Background: an optimization exercise with open tools, aiming at small area. Do not read the settings as production practice.
The RTL was checked by simulation tests, not by an equivalence proof against the original design.
Power and IR drop assume default switching activity.

==> inputs of run a <==
// pio_top
module pio_top (
  input  logic                      clk_25mhz,
  input  logic                      pwr_up_reset_n,
  input  logic [3:0]                cmd_action,
  input  logic                      cmd_mindex,
  input  logic [4:0]                cmd_index,
  input  logic [31:0]               cmd_data,
  output logic [2-1:0]    full,
  output logic [8-1:0]  pins
);
==> module pio_sm, before the edit <==
module pio_sm (
  input  logic                 clk_25mhz,
  input  logic                 pwr_up_reset_n,
  input  logic [3:0]           cfg_we,     
  input  logic [31:0]          cfg_data,
  input  logic [15:0]          cfg_ncm1,   
  input  logic [2:0]           cfg_base,   
  input  logic                 cfg_en,     
  input  logic                 push,
  input  logic [10:0]          instr,      
  output logic [$clog2(32)-1:0] pc,
  output logic                 full,
  output logic                 out0,       
  output logic                 dir0,       
  output logic [2:0]           pin_base
);
  localparam int PC_W = $clog2(32);
  logic         rst;
  logic [15:0]  ncm1;       
  logic [15:0]  div_cnt;
  logic         en;
  logic [2:0]   delay_cnt;
  logic [31:0]  xr;         
  logic [4:0]   x_lo;
  logic [5:0]   x_hi;
  logic [31:0]  osr;        
  logic [5:0]   osr_off;    
  logic [31:0]  fifo [4];
  logic [1:0]   wr_ptr;
  logic [1:0]   rd_ptr;
  logic         fifo_full;
  logic [2:0]   dly;
  logic [7:0]   code;
  logic [4:0]   v;
  logic         grp, is_jmp, is_setx, is_out, is_misc, is_pull, is_setpin;
  logic         tick, cnt_ge, fifo_empty, run, pop, do_push, take;
  logic         x_dec, x_ld, x_wrap, x_nz;
  logic [6:0]   off_sum;
  logic [5:0]   off_next;
  logic [31:0]  x_oh_lo, x_lt_hi, x_next;
  logic [32:0]  x_brw;
  logic [31:0]  fifo_head;
  logic [3:0]   rd_sel;
  logic         osr_bit;
  assign rst = !pwr_up_reset_n;
  assign {dly, code} = instr;
  assign v         = code[4:0];
  assign grp       = code[6] & code[5];
  assign is_jmp    = !code[7] && !grp;
  assign is_setx   = !code[7] && grp;
  assign is_out    = code[7] && !grp;
  assign is_misc   = code[7] && grp;
  assign is_pull   = is_misc && code[1] && !code[0];
  assign is_setpin = is_misc && !code[1];
  pio_carry16 u_ge (.a(div_cnt), .b(ncm1), .co(cnt_ge));
  assign tick       = en && cnt_ge;
  assign fifo_empty = (wr_ptr == rd_ptr) && !fifo_full;
  assign full       = fifo_full;
  assign run     = tick && !cfg_we[2] && (delay_cnt == 3'd0) && !(is_pull && fifo_empty);
  assign pop     = run && is_pull;
  assign do_push = push && !fifo_full;
  assign take = (code[6:5] == 2'd0) || (code[5] && x_nz) || (code[6] && !osr_off[5]);
  assign off_sum  = {1'b0, osr_off} + ((v == 5'd0) ? 7'd32 : {2'b0, v});
  assign off_next = (off_sum[6:5] != 2'd0) ? 6'd32 : off_sum[5:0];
  pio_dec32 u_lo (.a(x_lo), .y(x_oh_lo));
  pio_therm u_hi (.a(x_hi), .lt(x_lt_hi));
  assign x_brw[0] = 1'b0;
  for (genvar i = 0; i < 32; i++) begin : g_x
    pio_xbit u_xbit (
      .x    (xr[i]),
      .h    (x_lt_hi[i]),
      .bi   (x_brw[i]),
      .oh   (x_oh_lo[i]),
      .dec  (x_dec),
      .zero (!x_nz),
      .ld   ((is_setx && i < 5) ? v[i % 5] : osr[i]),
      .bo   (x_brw[i+1]),
      .nx   (x_next[i])
    );
  end
  assign x_nz   = !x_brw[32];
  assign x_dec  = is_jmp && code[5];
  assign x_ld   = is_setx || (is_out && code[6:5] == 2'd1);
  assign x_wrap = x_dec && !x_nz;   
  pio_mux32 u_obit (.a(osr_off[4:0]), .d(osr), .y(osr_bit));
  assign rd_sel = 4'd1 << rd_ptr;
  for (genvar i = 0; i < 32; i++) begin : g_rd
    pio_ao4 u_ao (.s(rd_sel), .d({fifo[3][i], fifo[2][i], fifo[1][i], fifo[0][i]}), .y(fifo_head[i]));
  end
  always_ff @(posedge clk_25mhz) begin
    if (cfg_we[0] || rst) ncm1 <= cfg_ncm1;
    if (cfg_we[1] || rst) pin_base <= cfg_base;
    if (cfg_we[3] || rst) en <= cfg_en;
    if (en || rst) div_cnt <= (tick || rst) ? 16'd0 : div_cnt + 16'd1;
  end
  always_ff @(posedge clk_25mhz) begin
    if (rst) begin
      pc        <= '0;
      delay_cnt <= '0;
      osr_off   <= 6'd32;
      out0      <= 1'b0;
      dir0      <= 1'b0;
      wr_ptr    <= '0;
      rd_ptr    <= '0;
      fifo_full <= 1'b0;
      x_lo      <= '0;
      x_hi      <= '0;
    end else begin
      if (cfg_we[2]) begin
        pc        <= cfg_data[PC_W-1:0];
        delay_cnt <= '0;
      end else if (run) begin
        delay_cnt <= dly;
        if (is_jmp && take) pc <= v;
        else pc <= pc + PC_W'(1);
      end else if (tick && delay_cnt != 3'd0) begin
        delay_cnt <= delay_cnt - 3'd1;
      end
      if (run) begin
        if (is_setpin) begin
          out0 <= code[0];
          dir0 <= 1'b1;
        end
        if (is_out) begin
          osr_off <= off_next;
          if (code[6:5] == 2'd0) out0 <= !osr_off[5] && osr_bit;
        end
        if (is_pull) osr_off <= '0;
        if (x_wrap) begin
          x_lo <= 6'd0;
          x_hi <= 6'd32;
        end
        if (is_setx) begin
          x_lo <= 6'd0;
          x_hi <= 6'd5;
        end
        if (is_out && code[6:5] == 2'd1) begin   
          x_lo <= osr_off[5] ? 5'd0 : osr_off[4:0];
          x_hi <= osr_off[5] ? 6'd0 : off_next;
        end
      end
      if (do_push) wr_ptr <= wr_ptr + 2'd1;
      if (pop) rd_ptr <= rd_ptr + 2'd1;
      if (pop) fifo_full <= 1'b0;
      else if (do_push && (wr_ptr + 2'd1 == rd_ptr)) fifo_full <= 1'b1;
    end
  end
  always_ff @(posedge clk_25mhz) begin
    if (do_push) fifo[wr_ptr] <= cfg_data;
    if (pop) osr <= fifo_head;
    if (run && (x_dec || x_ld)) xr <= x_next;
  end
endmodule
Settings: LEC_CHECK=0, CAP_MARGIN=20, CORE_MARGIN=2, CORE_UTILIZATION=40, SLEW_MARGIN=20, SYNTH_HIERARCHICAL=1; clock period 10.0 ns.
standard.sh (not shown) runs the stock make flow with config.mk's settings and CLKGATE_MAP_FILE= SYNTH_SCRIPT=/design/flow/synth_recipe.tcl, a recipe that flattens the netlist after the stock synthesis.
==> flow/flow/run.sh <==
#!/bin/bash
# Standard layout with two changes:
# - logic mapping uses an area-oriented ABC script (the flip-flops are mapped
#   before ABC runs, so the registers are those of the standard synthesis);
# - clock tree synthesis adds no dummy loads and clusters up to 30 flip-flops
#   per leaf buffer.
set -euo pipefail
cp -r "$FLOW_HOME/scripts" scripts_area
printf 'strash\ndch\nmap -a\nstrash\ndch\nmap -a\ntopo\n' > scripts_area/abc_speed.script
sed "s#CLKGATE_MAP_FILE= #CLKGATE_MAP_FILE= SCRIPTS_DIR=$PWD/scripts_area #" standard.sh > standard_area.sh
grep -q 'SCRIPTS_DIR=' standard_area.sh
export CTS_ARGS="-sink_clustering_enable -repair_clock_nets -dont_use_dummy_load -buf_list sky130_fd_sc_hd__clkbuf_16 -sink_clustering_size 30 -sink_clustering_max_diameter 80"
bash standard_area.sh > standard.log 2>&1
==> inputs of run b, as changes to run a <==
--- a/flow/design.v
+++ b/flow/design.v
@@ -122,13 +122,6 @@
   for (genvar i = 0; i < 32; i++) begin : g_x
-    pio_xbit u_xbit (
-      .x    (xr[i]),
-      .h    (x_lt_hi[i]),
-      .bi   (x_brw[i]),
-      .oh   (x_oh_lo[i]),
-      .dec  (x_dec),
-      .zero (!x_nz),
-      .ld   ((is_setx && i < 5) ? v[i % 5] : osr[i]),
-      .bo   (x_brw[i+1]),
-      .nx   (x_next[i])
-    );
+    logic t;
+    assign t          = x_brw[i] | x_oh_lo[i];
+    assign x_brw[i+1] = t & ~(xr[i] & x_lt_hi[i]);
+    assign x_next[i]  = x_dec ? (!x_nz | (xr[i] ^ t)) : ((is_setx && i < 5) ? v[i % 5] : osr[i]);
   end
--- a/flow/config.mk
+++ b/flow/config.mk
@@ -7,6 +7,7 @@
 export LEC_CHECK = 0
-export CAP_MARGIN = 20
+export CAP_MARGIN = 10
 export CORE_MARGIN = 2
-export CORE_UTILIZATION = 40
-export SLEW_MARGIN = 20
+export CORE_UTILIZATION = 60
+export PLACE_DENSITY = 0.75
+export SLEW_MARGIN = 10
 export SYNTH_HIERARCHICAL = 1
==> run summary <==
|  | run b | run a |
|---|---|---|
| Setup slack of the worst register-to-register path | 1060 ps | 1280 ps |
| Number of cells produced by synthesis | 3092 | 3144 |
| # placed instances | 4034 | 4497 |
| Seq. cell area | 25550 µm² | 25560 µm² |
| Number of global-route vias before repair | 26640 | 25300 |
| Clock group power | 1.82 mW | 1.85 mW |
| Average vias per placed instance | 6.944 | 6.031 |
| Met1 capacity usage during global routing | 49.98% | 32.33% |
| Reported combinational group power | 1.12 mW | 910 µW |
| Synthesized-area fraction occupied by adder cells | 2.188% | 2.171% |
| Status | failed layout checks | no timing/DRC/antenna violations |
| Violated checks | capacitance limit, slew limit | - |
| Buffer count excluding the clock tree in the final layout | 113 | 119 |
| Half-perimeter wire length after detailed placement | 74.28 mm | 77.02 mm |
| Met2 routed wirelength | 48.42 mm | 50.70 mm |
| Area after DPL | 39680 µm² | 40560 µm² |

re-timing with driven ports:
The results above use ideal ports. As a check the final layouts listed here were re-extracted and re-timed, cells and wires unchanged. Step 1 assumes that a clkbuf_16 drives the clock port and a buf_2 every other input. Step 2 adds t to the input delays and takes it off the output delays; t is the mean of the earliest and latest rising clock arrival at the registers after step 1. Input paths then give back, and output paths get back, about the clock's delay inside the block. a / b / c = ideal / step 1 / step 2; a / b = the first two.
run	t, ns	slack for setup (ns)	worst slew at a driven data input, ns
run a	0.667	1.284 / 1.284 / 1.284	0.12
run b	0.663	1.060 / 1.060 / 1.060	0.07
